Context: an optimization exercise on an open-source flow, tuned for a short achievable clock period and few clock cycles per item. The choices shown serve that exercise and are no tape-out recipe.
The RTL was checked by simulation tests, not by an equivalence proof against the original design.

$ cat design/flow/run.sh
#!/bin/bash
# synth_recipe.tcl (not shown) runs the flow's synth.tcl, then flattens the netlist and writes it again
# the make line also repeats each setting of config.mk as NAME=value (left out here)
make -C /OpenROAD-flow-scripts/flow DESIGN_CONFIG=/design/flow/config.mk WORK_HOME=/design/flow/orfs CLKGATE_MAP_FILE= SYNTH_SCRIPT=/design/flow/synth_recipe.tcl finish
$ cat design/flow/design.v
`default_nettype none
package rcn_pkg;
    localparam int MAX_DIM     = 4096;
    localparam int CHANNELS    = 3;
    localparam int CH_W        = 2;
    localparam int DIM_W       = 13;
    localparam int PIX_W       = 16;
    localparam int CNT_W       = 24;
    localparam int N_W         = 25;
    localparam int SUM_W       = 40;
    localparam int SQ_W        = 56;
    localparam int MEAN_W      = SUM_W + 1;
    localparam int INV_W       = 32;
    localparam int PROD_W      = PIX_W + INV_W;
    localparam int OUT_W       = 16;
    localparam int ACC_W       = 82;
    localparam int N2_W        = 49;
    localparam int N2_SHIFT    = 54;
    localparam int DVD_W       = N2_W + N2_SHIFT;
    localparam int ROOT_W      = 64;
    localparam int STEP_W      = 7;
    localparam int MUL_STEPS   = SUM_W;
    localparam int ROOT_STEPS  = ROOT_W / 2;
    localparam int ROUND_SHIFT = 17;
    localparam int FIFO_DEPTH  = 4;
    localparam int FIFO_AW     = 2;
    localparam int CFG_IDX_W   = 2;
    localparam logic [CFG_IDX_W-1:0] REG_WIDTH  = 2'd0;
    localparam logic [CFG_IDX_W-1:0] REG_HEIGHT = 2'd1;
    localparam logic MODE_STATS = 1'b0;
    localparam logic MODE_NORM  = 1'b1;
    typedef struct packed {
        logic             mode;
        logic [PIX_W-1:0] red_in;
        logic [PIX_W-1:0] green_in;
        logic [PIX_W-1:0] blue_in;
    } pixel_in_t;
    typedef struct packed {
        logic signed [OUT_W-1:0] red_out;
        logic signed [OUT_W-1:0] green_out;
        logic signed [OUT_W-1:0] blue_out;
        logic [CHANNELS-1:0]     flat_mask;
        logic                    clipped;
        logic                    not_ready;
    } pixel_out_t;
    typedef struct packed {
        logic             start;
        logic [N_W-1:0]   count;
        logic [SUM_W-1:0] sum;
        logic [SQ_W-1:0]  square_sum;
    } solve_req_t;
    typedef struct packed {
        logic             done;
        logic [PIX_W-1:0] mean;
        logic [INV_W-1:0] inv_sigma;
        logic             zero;
    } solve_rsp_t;
    typedef enum logic [2:0] {
        SV_IDLE, SV_MEAN, SV_MUL, SV_CHECK, SV_DIV, SV_ROOT, SV_DONE
    } solve_state_t;
    typedef enum logic [2:0] {
        EN_IDLE, EN_MUL, EN_FIN, EN_START, EN_WAIT
    } engine_state_t;
    function automatic logic [DIM_W-1:0] clamp_dim(input logic [DIM_W-1:0] v);
        logic [DIM_W-1:0] r;
        if (v == '0) begin
            r = DIM_W'(1);
        end else if (v > DIM_W'(MAX_DIM)) begin
            r = DIM_W'(MAX_DIM);
        end else begin
            r = v;
        end
        clamp_dim = r;
    endfunction
endpackage
`default_nettype wire
`default_nettype none
module rcn_front (
    input  wire logic              aclk,
    input  wire logic              aresetn,
    input  wire logic              in_valid,
    output logic                   in_ready,
    input  wire rcn_pkg::pixel_in_t in_data,
    output logic                   out_valid,
    input  wire logic              out_pop,
    output rcn_pkg::pixel_in_t     out_data
);
    logic [rcn_pkg::PIX_W*3:0]          entry_reg [rcn_pkg::FIFO_DEPTH];
    logic [rcn_pkg::FIFO_AW-1:0]      wr_ptr_reg;
    logic [rcn_pkg::FIFO_AW-1:0]      rd_ptr_reg;
    logic [rcn_pkg::FIFO_AW:0]        count_reg;
    logic [rcn_pkg::FIFO_AW:0]        count_next;
    logic                             push;
    logic                             pop;
    assign in_ready  = (count_reg != (rcn_pkg::FIFO_AW+1)'(rcn_pkg::FIFO_DEPTH));
    assign out_valid = (count_reg != '0);
    assign out_data  = entry_reg[rd_ptr_reg];
    assign push      = in_valid && in_ready;
    assign pop       = out_pop && out_valid;
    always_comb begin
        count_next = count_reg;
        if (push && !pop) begin
            count_next = count_reg + 1'b1;
        end else if (pop && !push) begin
            count_next = count_reg - 1'b1;
        end
    end
    always_ff @(posedge aclk) begin
        if (!aresetn) begin
            wr_ptr_reg <= '0;
            rd_ptr_reg <= '0;
            count_reg  <= '0;
        end else begin
            count_reg <= count_next;
            if (push) begin
                wr_ptr_reg <= wr_ptr_reg + 1'b1;
            end
            if (pop) begin
                rd_ptr_reg <= rd_ptr_reg + 1'b1;
            end
        end
    end
    always_ff @(posedge aclk) begin
        if (push) begin
            entry_reg[wr_ptr_reg] <= in_data;
        end
    end
endmodule
`default_nettype wire
`default_nettype none
module rcn_solver (
    input  wire logic               aclk,
    input  wire logic               aresetn,
    input  wire rcn_pkg::solve_req_t req,
    output rcn_pkg::solve_rsp_t      rsp
);
    rcn_pkg::solve_state_t             state_reg;
    rcn_pkg::solve_state_t             state_next;
    logic [rcn_pkg::STEP_W-1:0]        step_reg;
    logic [rcn_pkg::N_W-1:0]           n_reg;
    logic [rcn_pkg::SUM_W-1:0]         s1_reg;
    logic [rcn_pkg::SQ_W-1:0]          s2_reg;
    logic [rcn_pkg::DVD_W-1:0]         dvd_reg;
    logic [rcn_pkg::ACC_W-1:0]         dvs_reg;
    logic [rcn_pkg::ACC_W-1:0]         rem_reg;
    logic [rcn_pkg::DVD_W-1:0]         quo_reg;
    logic [rcn_pkg::ACC_W-1:0]         a_reg;
    logic [rcn_pkg::ACC_W-1:0]         b_reg;
    logic [rcn_pkg::SUM_W-1:0]         mpn_reg;
    logic [rcn_pkg::SUM_W-1:0]         mps_reg;
    logic [rcn_pkg::N2_W-1:0]          n2_reg;
    logic [rcn_pkg::PIX_W-1:0]         mean_reg;
    logic [rcn_pkg::INV_W-1:0]         inv_reg;
    logic                              zero_reg;
    logic                              sat_reg;
    logic [rcn_pkg::ROOT_W-1:0]        rv_reg;
    logic [rcn_pkg::ROOT_W-1:0]        rres_reg;
    logic [rcn_pkg::ROOT_W-1:0]        rbit_reg;
    logic [rcn_pkg::ACC_W:0]           rem_sh;
    logic                              div_ge;
    logic [rcn_pkg::ACC_W-1:0]         rem_next;
    logic [rcn_pkg::DVD_W-1:0]         quo_next;
    logic [rcn_pkg::ACC_W-1:0]         a_next;
    logic [rcn_pkg::ACC_W-1:0]         b_next;
    logic [rcn_pkg::ROOT_W-1:0]        root_t;
    logic                              root_ge;
    logic [rcn_pkg::ROOT_W-1:0]        rv_next;
    logic [rcn_pkg::ROOT_W-1:0]        rres_next;
    logic [rcn_pkg::MEAN_W-1:0]        sum_half;
    logic                              last_step;
    assign last_step = (step_reg == '0);
    assign sum_half  = rcn_pkg::MEAN_W'(req.sum) + rcn_pkg::MEAN_W'(req.count >> 1);
    always_comb begin
        rem_sh   = {rem_reg, dvd_reg[rcn_pkg::DVD_W-1]};
        div_ge   = (rem_sh >= {1'b0, dvs_reg});
        rem_next = div_ge ? rcn_pkg::ACC_W'(rem_sh - {1'b0, dvs_reg})
                          : rem_sh[rcn_pkg::ACC_W-1:0];
        quo_next = {quo_reg[rcn_pkg::DVD_W-2:0], div_ge};
        a_next = {a_reg[rcn_pkg::ACC_W-2:0], 1'b0}
               + (mpn_reg[rcn_pkg::SUM_W-1] ? rcn_pkg::ACC_W'(s2_reg) : '0);
        b_next = {b_reg[rcn_pkg::ACC_W-2:0], 1'b0}
               + (mps_reg[rcn_pkg::SUM_W-1] ? rcn_pkg::ACC_W'(s1_reg) : '0);
        root_t    = rres_reg + rbit_reg;
        root_ge   = (rv_reg >= root_t);
        rv_next   = root_ge ? rv_reg - root_t : rv_reg;
        rres_next = root_ge ? (rres_reg >> 1) + rbit_reg : rres_reg >> 1;
    end
    always_comb begin
        state_next = state_reg;
        case (state_reg)
            rcn_pkg::SV_IDLE: begin
                if (req.start) begin
                    state_next = rcn_pkg::SV_MEAN;
                end
            end
            rcn_pkg::SV_MEAN: begin
                if (last_step) begin
                    state_next = rcn_pkg::SV_MUL;
                end
            end
            rcn_pkg::SV_MUL: begin
                if (last_step) begin
                    state_next = rcn_pkg::SV_CHECK;
                end
            end
            rcn_pkg::SV_CHECK: begin
                state_next = (a_reg <= b_reg) ? rcn_pkg::SV_DONE : rcn_pkg::SV_DIV;
            end
            rcn_pkg::SV_DIV: begin
                if (last_step) begin
                    state_next = rcn_pkg::SV_ROOT;
                end
            end
            rcn_pkg::SV_ROOT: begin
                if (last_step) begin
                    state_next = rcn_pkg::SV_DONE;
                end
            end
            rcn_pkg::SV_DONE: begin
                state_next = rcn_pkg::SV_IDLE;
            end
            default: begin
                state_next = rcn_pkg::SV_IDLE;
            end
        endcase
    end
    always_ff @(posedge aclk) begin
        if (!aresetn) begin
            state_reg <= rcn_pkg::SV_IDLE;
        end else begin
            state_reg <= state_next;
        end
    end
    always_ff @(posedge aclk) begin
        case (state_reg)
            rcn_pkg::SV_IDLE: begin
                n_reg    <= req.count;
                s1_reg   <= req.sum;
                s2_reg   <= req.square_sum;
                dvd_reg  <= {sum_half, {(rcn_pkg::DVD_W-rcn_pkg::MEAN_W){1'b0}}};
                dvs_reg  <= rcn_pkg::ACC_W'(req.count);
                rem_reg  <= '0;
                quo_reg  <= '0;
                step_reg <= rcn_pkg::STEP_W'(rcn_pkg::MEAN_W - 1);
            end
            rcn_pkg::SV_MEAN: begin
                rem_reg  <= rem_next;
                quo_reg  <= quo_next;
                dvd_reg  <= dvd_reg << 1;
                step_reg <= step_reg - 1'b1;
                if (last_step) begin
                    mean_reg <= (|quo_next[rcn_pkg::MEAN_W-1:rcn_pkg::PIX_W])
                              ? '1 : quo_next[rcn_pkg::PIX_W-1:0];
                    a_reg    <= '0;
                    b_reg    <= '0;
                    mpn_reg  <= rcn_pkg::SUM_W'(n_reg);
                    mps_reg  <= s1_reg;
                    n2_reg   <= rcn_pkg::N2_W'(n_reg) * rcn_pkg::N2_W'(n_reg);
                    step_reg <= rcn_pkg::STEP_W'(rcn_pkg::MUL_STEPS - 1);
                end
            end
            rcn_pkg::SV_MUL: begin
                a_reg    <= a_next;
                b_reg    <= b_next;
                mpn_reg  <= mpn_reg << 1;
                mps_reg  <= mps_reg << 1;
                step_reg <= step_reg - 1'b1;
            end
            rcn_pkg::SV_CHECK: begin
                zero_reg <= (a_reg <= b_reg);
                inv_reg  <= '0;
                dvs_reg  <= a_reg - b_reg;
                dvd_reg  <= {n2_reg, {rcn_pkg::N2_SHIFT{1'b0}}};
                rem_reg  <= '0;
                quo_reg  <= '0;
                step_reg <= rcn_pkg::STEP_W'(rcn_pkg::DVD_W - 1);
            end
            rcn_pkg::SV_DIV: begin
                rem_reg  <= rem_next;
                quo_reg  <= quo_next;
                dvd_reg  <= dvd_reg << 1;
                step_reg <= step_reg - 1'b1;
                if (last_step) begin
                    sat_reg  <= |quo_next[rcn_pkg::DVD_W-1:rcn_pkg::ROOT_W];
                    rv_reg   <= quo_next[rcn_pkg::ROOT_W-1:0];
                    rres_reg <= '0;
                    rbit_reg <= rcn_pkg::ROOT_W'(1) << (rcn_pkg::ROOT_W - 2);
                    step_reg <= rcn_pkg::STEP_W'(rcn_pkg::ROOT_STEPS - 1);
                end
            end
            rcn_pkg::SV_ROOT: begin
                rv_reg   <= rv_next;
                rres_reg <= rres_next;
                rbit_reg <= rbit_reg >> 2;
                step_reg <= step_reg - 1'b1;
                if (last_step) begin
                    inv_reg <= sat_reg ? '1 : rres_next[rcn_pkg::INV_W-1:0];
                end
            end
            default: begin
                step_reg <= step_reg;
            end
        endcase
    end
    assign rsp.done      = (state_reg == rcn_pkg::SV_DONE);
    assign rsp.mean      = mean_reg;
    assign rsp.inv_sigma = inv_reg;
    assign rsp.zero      = zero_reg;
endmodule
`default_nettype wire
`default_nettype none
module rcn_engine (
    input  wire logic                          aclk,
    input  wire logic                          aresetn,
    input  wire logic                          cfg_we,
    input  wire logic [rcn_pkg::CFG_IDX_W-1:0] cfg_index,
    input  wire logic [rcn_pkg::DIM_W-1:0]     cfg_data,
    input  wire logic                          q_valid,
    input  wire rcn_pkg::pixel_in_t            q_data,
    output logic                               q_pop,
    output logic                               m_valid,
    input  wire logic                          m_ready,
    output rcn_pkg::pixel_out_t                m_data,
    output rcn_pkg::solve_req_t                solve_req,
    input  wire rcn_pkg::solve_rsp_t           solve_rsp
);
    rcn_pkg::engine_state_t             state_reg;
    rcn_pkg::engine_state_t             state_next;
    logic [rcn_pkg::DIM_W-1:0]          width_reg;
    logic [rcn_pkg::DIM_W-1:0]          height_reg;
    logic [rcn_pkg::SUM_W-1:0]          sum_reg   [rcn_pkg::CHANNELS];
    logic [rcn_pkg::SQ_W-1:0]           sq_reg    [rcn_pkg::CHANNELS];
    logic [rcn_pkg::CNT_W-1:0]          cnt_reg;
    logic [rcn_pkg::N_W-1:0]            count_reg;
    logic [rcn_pkg::PIX_W-1:0]          mean_reg  [rcn_pkg::CHANNELS];
    logic [rcn_pkg::INV_W-1:0]          inv_reg   [rcn_pkg::CHANNELS];
    logic [rcn_pkg::CHANNELS-1:0]       zero_reg;
    logic                               stats_reg;
    logic [rcn_pkg::CH_W-1:0]           ch_reg;
    logic [rcn_pkg::PIX_W-1:0]          diff_reg  [rcn_pkg::CHANNELS];
    logic [rcn_pkg::CHANNELS-1:0]       neg_reg;
    logic [rcn_pkg::PROD_W-1:0]         prod_reg  [rcn_pkg::CHANNELS];
    logic                               nr_reg;
    logic                               out_valid_reg;
    rcn_pkg::pixel_out_t                out_reg;
    logic [rcn_pkg::PIX_W-1:0]          x [rcn_pkg::CHANNELS];
    logic [rcn_pkg::N_W-1:0]            total;
    logic [rcn_pkg::N_W-1:0]            count_next;
    logic                               frame_end;
    logic                               out_load;
    logic                               cfg_hit;
    logic signed [rcn_pkg::OUT_W-1:0]   res [rcn_pkg::CHANNELS];
    logic [rcn_pkg::CHANNELS-1:0]       clip_bits;
    logic [rcn_pkg::PROD_W:0]           rnd [rcn_pkg::CHANNELS];
    logic [rcn_pkg::INV_W-1:0]          mag [rcn_pkg::CHANNELS];
    rcn_pkg::pixel_out_t                out_next;
    assign x[0] = q_data.red_in;
    assign x[1] = q_data.green_in;
    assign x[2] = q_data.blue_in;
    assign total      = rcn_pkg::N_W'(width_reg) * rcn_pkg::N_W'(height_reg);
    assign count_next = rcn_pkg::N_W'(cnt_reg) + 1'b1;
    assign frame_end  = (count_next >= total);
    assign cfg_hit    = cfg_we && (cfg_index == rcn_pkg::REG_WIDTH
                                   || cfg_index == rcn_pkg::REG_HEIGHT);
    always_comb begin
        state_next = state_reg;
        q_pop      = 1'b0;
        out_load   = 1'b0;
        case (state_reg)
            rcn_pkg::EN_IDLE: begin
                if (q_valid) begin
                    q_pop = 1'b1;
                    if (q_data.mode == rcn_pkg::MODE_NORM) begin
                        state_next = rcn_pkg::EN_MUL;
                    end else if (frame_end) begin
                        state_next = rcn_pkg::EN_START;
                    end
                end
            end
            rcn_pkg::EN_MUL: begin
                state_next = rcn_pkg::EN_FIN;
            end
            rcn_pkg::EN_FIN: begin
                if (!out_valid_reg || m_ready) begin
                    out_load   = 1'b1;
                    state_next = rcn_pkg::EN_IDLE;
                end
            end
            rcn_pkg::EN_START: begin
                state_next = rcn_pkg::EN_WAIT;
            end
            rcn_pkg::EN_WAIT: begin
                if (solve_rsp.done) begin
                    state_next = (ch_reg == rcn_pkg::CH_W'(rcn_pkg::CHANNELS - 1))
                               ? rcn_pkg::EN_IDLE : rcn_pkg::EN_START;
                end
            end
            default: begin
                state_next = rcn_pkg::EN_IDLE;
            end
        endcase
    end
    always_comb begin
        for (int c = 0; c < rcn_pkg::CHANNELS; c++) begin
            rnd[c] = {1'b0, prod_reg[c]} + ((rcn_pkg::PROD_W+1)'(1) << (rcn_pkg::ROUND_SHIFT-1));
            mag[c] = rnd[c][rcn_pkg::PROD_W:rcn_pkg::ROUND_SHIFT];
            clip_bits[c] = 1'b0;
            if (zero_reg[c] || nr_reg) begin
                res[c] = '0;
            end else if (!neg_reg[c]) begin
                if (mag[c] > rcn_pkg::INV_W'(32767)) begin
                    res[c]       = 16'sh7FFF;
                    clip_bits[c] = 1'b1;
                end else begin
                    res[c] = mag[c][rcn_pkg::OUT_W-1:0];
                end
            end else begin
                if (mag[c] > rcn_pkg::INV_W'(32768)) begin
                    res[c]       = 16'sh8000;
                    clip_bits[c] = 1'b1;
                end else begin
                    res[c] = rcn_pkg::OUT_W'(0 - mag[c][rcn_pkg::OUT_W:0]);
                end
            end
        end
        out_next.red_out   = res[0];
        out_next.green_out = res[1];
        out_next.blue_out  = res[2];
        out_next.flat_mask = nr_reg ? '0 : zero_reg;
        out_next.clipped   = |clip_bits;
        out_next.not_ready = nr_reg;
    end
    always_ff @(posedge aclk) begin
        if (!aresetn) begin
            state_reg <= rcn_pkg::EN_IDLE;
        end else begin
            state_reg <= state_next;
        end
    end
    always_ff @(posedge aclk) begin
        if (!aresetn) begin
            width_reg     <= rcn_pkg::DIM_W'(1);
            height_reg    <= rcn_pkg::DIM_W'(1);
            cnt_reg       <= '0;
            zero_reg      <= '0;
            stats_reg     <= 1'b0;
            ch_reg        <= '0;
            out_valid_reg <= 1'b0;
            for (int c = 0; c < rcn_pkg::CHANNELS; c++) begin
                sum_reg[c]  <= '0;
                sq_reg[c]   <= '0;
                mean_reg[c] <= '0;
                inv_reg[c]  <= '0;
            end
        end else begin
            if (out_load) begin
                out_valid_reg <= 1'b1;
            end else if (m_ready) begin
                out_valid_reg <= 1'b0;
            end
            if (cfg_hit) begin
                if (cfg_index == rcn_pkg::REG_WIDTH) begin
                    width_reg <= rcn_pkg::clamp_dim(cfg_data);
                end else begin
                    height_reg <= rcn_pkg::clamp_dim(cfg_data);
                end
                cnt_reg <= '0;
                for (int c = 0; c < rcn_pkg::CHANNELS; c++) begin
                    sum_reg[c] <= '0;
                    sq_reg[c]  <= '0;
                end
            end else if (state_reg == rcn_pkg::EN_IDLE && q_valid
                         && q_data.mode == rcn_pkg::MODE_STATS) begin
                for (int c = 0; c < rcn_pkg::CHANNELS; c++) begin
                    sum_reg[c] <= sum_reg[c] + rcn_pkg::SUM_W'(x[c]);
                    sq_reg[c]  <= sq_reg[c] + rcn_pkg::SQ_W'(x[c]) * rcn_pkg::SQ_W'(x[c]);
                end
                if (frame_end) begin
                    ch_reg <= '0;
                end else begin
                    cnt_reg <= cnt_reg + 1'b1;
                end
            end else if (state_reg == rcn_pkg::EN_WAIT && solve_rsp.done) begin
                mean_reg[ch_reg] <= solve_rsp.mean;
                inv_reg[ch_reg]  <= solve_rsp.inv_sigma;
                zero_reg[ch_reg] <= solve_rsp.zero;
                if (ch_reg == rcn_pkg::CH_W'(rcn_pkg::CHANNELS - 1)) begin
                    stats_reg <= 1'b1;
                    cnt_reg   <= '0;
                    for (int c = 0; c < rcn_pkg::CHANNELS; c++) begin
                        sum_reg[c] <= '0;
                        sq_reg[c]  <= '0;
                    end
                end else begin
                    ch_reg <= ch_reg + 1'b1;
                end
            end
        end
    end
    always_ff @(posedge aclk) begin
        if (state_reg == rcn_pkg::EN_IDLE && q_valid) begin
            count_reg <= count_next;
            nr_reg    <= !stats_reg;
            for (int c = 0; c < rcn_pkg::CHANNELS; c++) begin
                neg_reg[c]  <= (x[c] < mean_reg[c]);
                diff_reg[c] <= (x[c] < mean_reg[c]) ? mean_reg[c] - x[c]
                                                    : x[c] - mean_reg[c];
            end
        end
        if (state_reg == rcn_pkg::EN_MUL) begin
            for (int c = 0; c < rcn_pkg::CHANNELS; c++) begin
                prod_reg[c] <= rcn_pkg::PROD_W'(diff_reg[c]) * rcn_pkg::PROD_W'(inv_reg[c]);
            end
        end
        if (out_load) begin
            out_reg <= out_next;
        end
    end
    assign solve_req.start      = (state_reg == rcn_pkg::EN_START);
    assign solve_req.count      = count_reg;
    assign solve_req.sum        = sum_reg[ch_reg];
    assign solve_req.square_sum = sq_reg[ch_reg];
    assign m_valid = out_valid_reg;
    assign m_data  = out_reg;
endmodule
`default_nettype wire
`default_nettype none
module rms_contrast_normalize (
    input  wire logic                          aclk,
    input  wire logic                          aresetn,
    input  wire logic                          s_valid,
    output logic                               s_ready,
    input  wire logic                          s_mode,
    input  wire logic [15:0]                   s_red,
    input  wire logic [15:0]                   s_green,
    input  wire logic [15:0]                   s_blue,
    output logic                               m_valid,
    input  wire logic                          m_ready,
    output logic [15:0]                        m_red,
    output logic [15:0]                        m_green,
    output logic [15:0]                        m_blue,
    output logic [2:0]                         m_flat,
    output logic                               m_clipped,
    output logic                               m_not_ready,
    input  wire logic                          cfg_we,
    input  wire logic [1:0]                    cfg_index,
    input  wire logic [12:0]                   cfg_data
);
    logic                q_valid;
    logic                q_pop;
    rcn_pkg::pixel_in_t  q_data;
    rcn_pkg::pixel_in_t  s_data;
    rcn_pkg::pixel_out_t m_data;
    rcn_pkg::solve_req_t solve_req;
    rcn_pkg::solve_rsp_t solve_rsp;
    assign s_data.mode     = s_mode;
    assign s_data.red_in   = s_red;
    assign s_data.green_in = s_green;
    assign s_data.blue_in  = s_blue;
    assign m_red       = m_data.red_out;
    assign m_green     = m_data.green_out;
    assign m_blue      = m_data.blue_out;
    assign m_flat      = m_data.flat_mask;
    assign m_clipped   = m_data.clipped;
    assign m_not_ready = m_data.not_ready;
    rcn_front u_front (
        .aclk      (aclk),
        .aresetn   (aresetn),
        .in_valid  (s_valid),
        .in_ready  (s_ready),
        .in_data   (s_data),
        .out_valid (q_valid),
        .out_pop   (q_pop),
        .out_data  (q_data)
    );
    rcn_solver u_solver (
        .aclk    (aclk),
        .aresetn (aresetn),
        .req     (solve_req),
        .rsp     (solve_rsp)
    );
    rcn_engine u_engine (
        .aclk      (aclk),
        .aresetn   (aresetn),
        .cfg_we    (cfg_we),
        .cfg_index (cfg_index),
        .cfg_data  (cfg_data),
        .q_valid   (q_valid),
        .q_data    (q_data),
        .q_pop     (q_pop),
        .m_valid   (m_valid),
        .m_ready   (m_ready),
        .m_data    (m_data),
        .solve_req (solve_req),
        .solve_rsp (solve_rsp)
    );
endmodule
`default_nettype wire
$ cat design/flow/config.mk
export PLATFORM = sky130hd
export DESIGN_NAME = rms_contrast_normalize
export DESIGN_NICKNAME = rms_contrast_normalize
export VERILOG_FILES = /design/flow/design.v
export SDC_FILE = /design/flow/constraint.sdc
export NUM_CORES = 4
export LEC_CHECK = 0
export CAP_MARGIN = 20
export CORE_MARGIN = 2
export CORE_UTILIZATION = 40
export SLEW_MARGIN = 20
$ cat design/flow/constraint.sdc
create_clock -name core_clock -period 12.0 [get_ports {aclk}]
set_input_delay 2.4000 -clock core_clock [delete_from_list [all_inputs] [get_ports {aclk}]]
set_output_delay 2.4000 -clock core_clock [all_outputs]
set_load 0.01 [all_outputs]
==> results.ini <==
[outcome]
outcome=finished clean

[timing]
finalSetupTns_ns=0
worstMarginPinSlew_ns=1.21
rsz0062_at_grt=false
min_period_ns=11.30
fmax_mhz=88.5
slew_viol_final=0
setup_violations=0
fin_crit_sh_pct=94.2
finClkSkew_ns=0.140
slew-limit-headroom_pct=19.1
fin_ws_ns=0.701
finalHoldViolCount=0

[global_routing]
antenna_found_initial=21
grt_pass1_vias=150000
grt_pass1_wl_um=883000
grt_max_degree=140
grt_use_total_pct=22.4
grt-ovfl-total=0

[floorplan]
die_area_um2=502000
die_w_um=709
io_pins=124
coreArea_um2=494000
initial_core_util_pct=40.2
die_y_um=709
row_count=258

[critical_path]
cp_top_family=adder cells
r2r_end=u_engine.sq_reg[1][42]
setup.worst_path.end_class=register
timing.critical_path.mode_cell=fa_1
r2r_setup_slack_ns=0.70
reg2reg_depth=40
path_buf_inv=9
cp_slowest_cell=a21oi_1
crit_required_ns=12.82
critPathMaxStageDelay_ns=0.86
worstPathMaxFanout=38
start_kind=register
cp.arrival_ns=12.12
critical_path_class=register to register

[flow_run]
maxCapViolations=0

[layout]
final-seq-area_um2=52600
fillers=47700
finalInstanceArea_um2=215000
largest_reg_flops=196
fin_nets=25000
multi_input_area_um2=132000
utilization_pct=43.6
drive_gt1_share_pct=4.05
syn_to_final_growth_pct=8.47

[hold_path]
hold_class=register to register
min_path_cells=1
min_from=u_engine.stats_reg
min_to=u_engine.stats_reg

[synth]
netlist_area_um2=199000
ys_seq_area_share_pct=26.5
syn-num-nets=25200
synth_seq_cells=1871
ys_top_cells_by_area=fa_1, edfxtp_1, ha_1, inv_1, nand2_1
synth_edf_count=1511
synth_area_leader_cell=fa_1
synth_top_area_share_pct=23.6
async_reset_ff_share_pct=0
avgSynthCellArea_um2=9.38
ys_types=90
yosys_most_used_dff=edfxtp_1
syn_inst=21200
ys.warnings.count=11

[cts]
cts_setup_buffers=0
ctsHtreeMaxLevel=4
cts_resized=0
cts_sinks=1871
ctsHoldBuffers=0
root_buffer=clkbuf_16
clk_path_buf_depth=4
cts_tree=done
clk_pin_slew_ns=0.06
cts_buffers=229
clock_latency_ns=0.99

[route]
routed-wl-met3_um=33000
final_antenna_net_count=0
routed-wl-met2_um=263000
post-route-drc-count=0
routed_wl_um=565000
dr.pass1.iters=6
vias=147000
top_layer=met4
met1_length_um=249000
avgRoutedWirePerCell_um=20.3
routed_via_density=5.31
drt_iter0_markers=10500

[place]
place_ws_ns=0.600
dp_hpwl_um=432000
place.gp.congestion=0.925
post_dp_cell_area_um2=207000
port_buffers=123

area by class of cell:
type / count / share of cell area [%]
Tap cell: 6630 / 3.85
Antenna cell: 20 / 0.0232
Timing Repair Buffer: 386 / 1.53
Inverter: 3054 / 5.33
Multi-Input combinational cell: 15400 / 61.1
Clock buffer: 274 / 2.85
Sequential cell: 1871 / 24.4
Clock inverter: 154 / 0.911
through the flow:
stage | instances | hold WS, ns
after floorplan | 21200 | 0.426
after global placement | 27300 | 0.434
after detailed placement | 27300 | 0.441
after CTS | 27800 | 0.456
after global routing | 27800 | 0.486
final | 27800 | 0.451
cell families (layout without fill, tap and decap cells):
kind of cell | count (synthesis) | count (layout) | synth area share, %
simple gates | 6675 | 6675 | 15.6
fa+ha+maj | 3952 | 3952 | 33.7
buf+inv | 3911 | 3868 | 7.40
compound gates | 3481 | 3481 | 10.9
flops | 1871 | 1871 | 26.5
xor+xnor | 1123 | 1123 | 4.95
mux | 163 | 163 | 0.897
other cells | 0 | 20 | 0
per-layer routing:
metal,global-route usage (%),vias up
met2,36.8,4056
li1,-,69100
met5,0,-
met1,30.8,73400
met4,6.90,0
met3,2.84,782
cells in the mapped netlist (31+ instances only):
library cell and number:
inv_1 3024, nand2_1 2808, fa_1 2336, ha_1 1616
edfxtp_1 1511, nor2_1 1276, a21oi_1 1182, and2_1 1042
clkbuf_1 822, o21ai_0 700, xnor2_1 639, xor2_1 484
a21o_1 481, nand3_1 388, dfxtp_1 360, and3_1 187
nand4_1 185, nor3_1 180, nor2b_1 166, o21bai_1 162
a22oi_1 147, a31oi_1 130, or3_1 115, nand2b_1 112
mux2i_1 107, o21a_1 107, a211oi_1 83, nor4_1 63
a21boi_0 57, mux2_2 49, o31ai_1 43, or2_2 42
o21ai_1 37, a31o_2 36, o211ai_1 35, nor3b_1 31
how the worst max path moves through the flow:
| stage | endpoint | slack, ns | depth (start not counted) |
|---|---|---|---|
| floorplan | u_solver.dvs_reg[0] | 0.80 | 4 |
| detailed placement | u_engine.sq_reg[2][53] | 0.60 | 38 |
| global route | u_engine.sq_reg[2][53] | 0.04 | 38 |
| global placement | u_engine.sq_reg[2][53] | 0.65 | 38 |
| CTS | u_engine.sq_reg[2][53] | 0.62 | 38 |
| finish | u_engine.sq_reg[1][42] | 0.70 | 40 |
cells in the final DEF (no fill, tap or decap), drive strengths merged, types with 49 or more instances in the layout:
master         count
a211oi            83
a21boi            59
a21o             481
a21oi           1182
a22oi            147
a31oi            130
and2            1042
and3             187
buf              264
clkbuf           274
clkdlybuf4s50    122
clkinv           107
dfxtp            360
edfxtp          1511
fa              2336
ha              1616
inv             3043
mux2              49
mux2i            107
nand2           2808
nand2b           112
nand3            389
nand4            186
nor2            1278
nor2b            166
nor3             180
nor4              63
o21a             107
o21ai            737
o21bai           162
or3              115
xnor2            639
xor2             484
Testbench counts, summed over its fixed seeds: cycles 116,888, items 53,176.

re-timing with driven ports:
No port has a modelled driver above. Below, the same layout with a new extraction and two added sets of constraints. Step 1: set_driving_cell puts a clkbuf_16 on aclk and a buf_2 on each other input, an assumption about the parent block. Step 2 times the ports against the registers' clock, not the clock port: input delays grow and output delays shrink by t, the midpoint of the rising clock arrivals with the driver on. a / b / c = ideal / step 1 / step 2; a / b = the first two.
shift t [ns]: 1.032
slack for setup (ns): 0.701 / 0.701 / 0.701
worst hold slack (ns): 0.451 / 0.451 / 0.451
worst setup path after step 2: register to register
clock arrival spread, ns: 0.144 / 0.144
After both steps setup and hold are still met in this run. For this run, drivers alone change the setup slack by 0.000 ns; drivers and shift together by 0.000 ns.
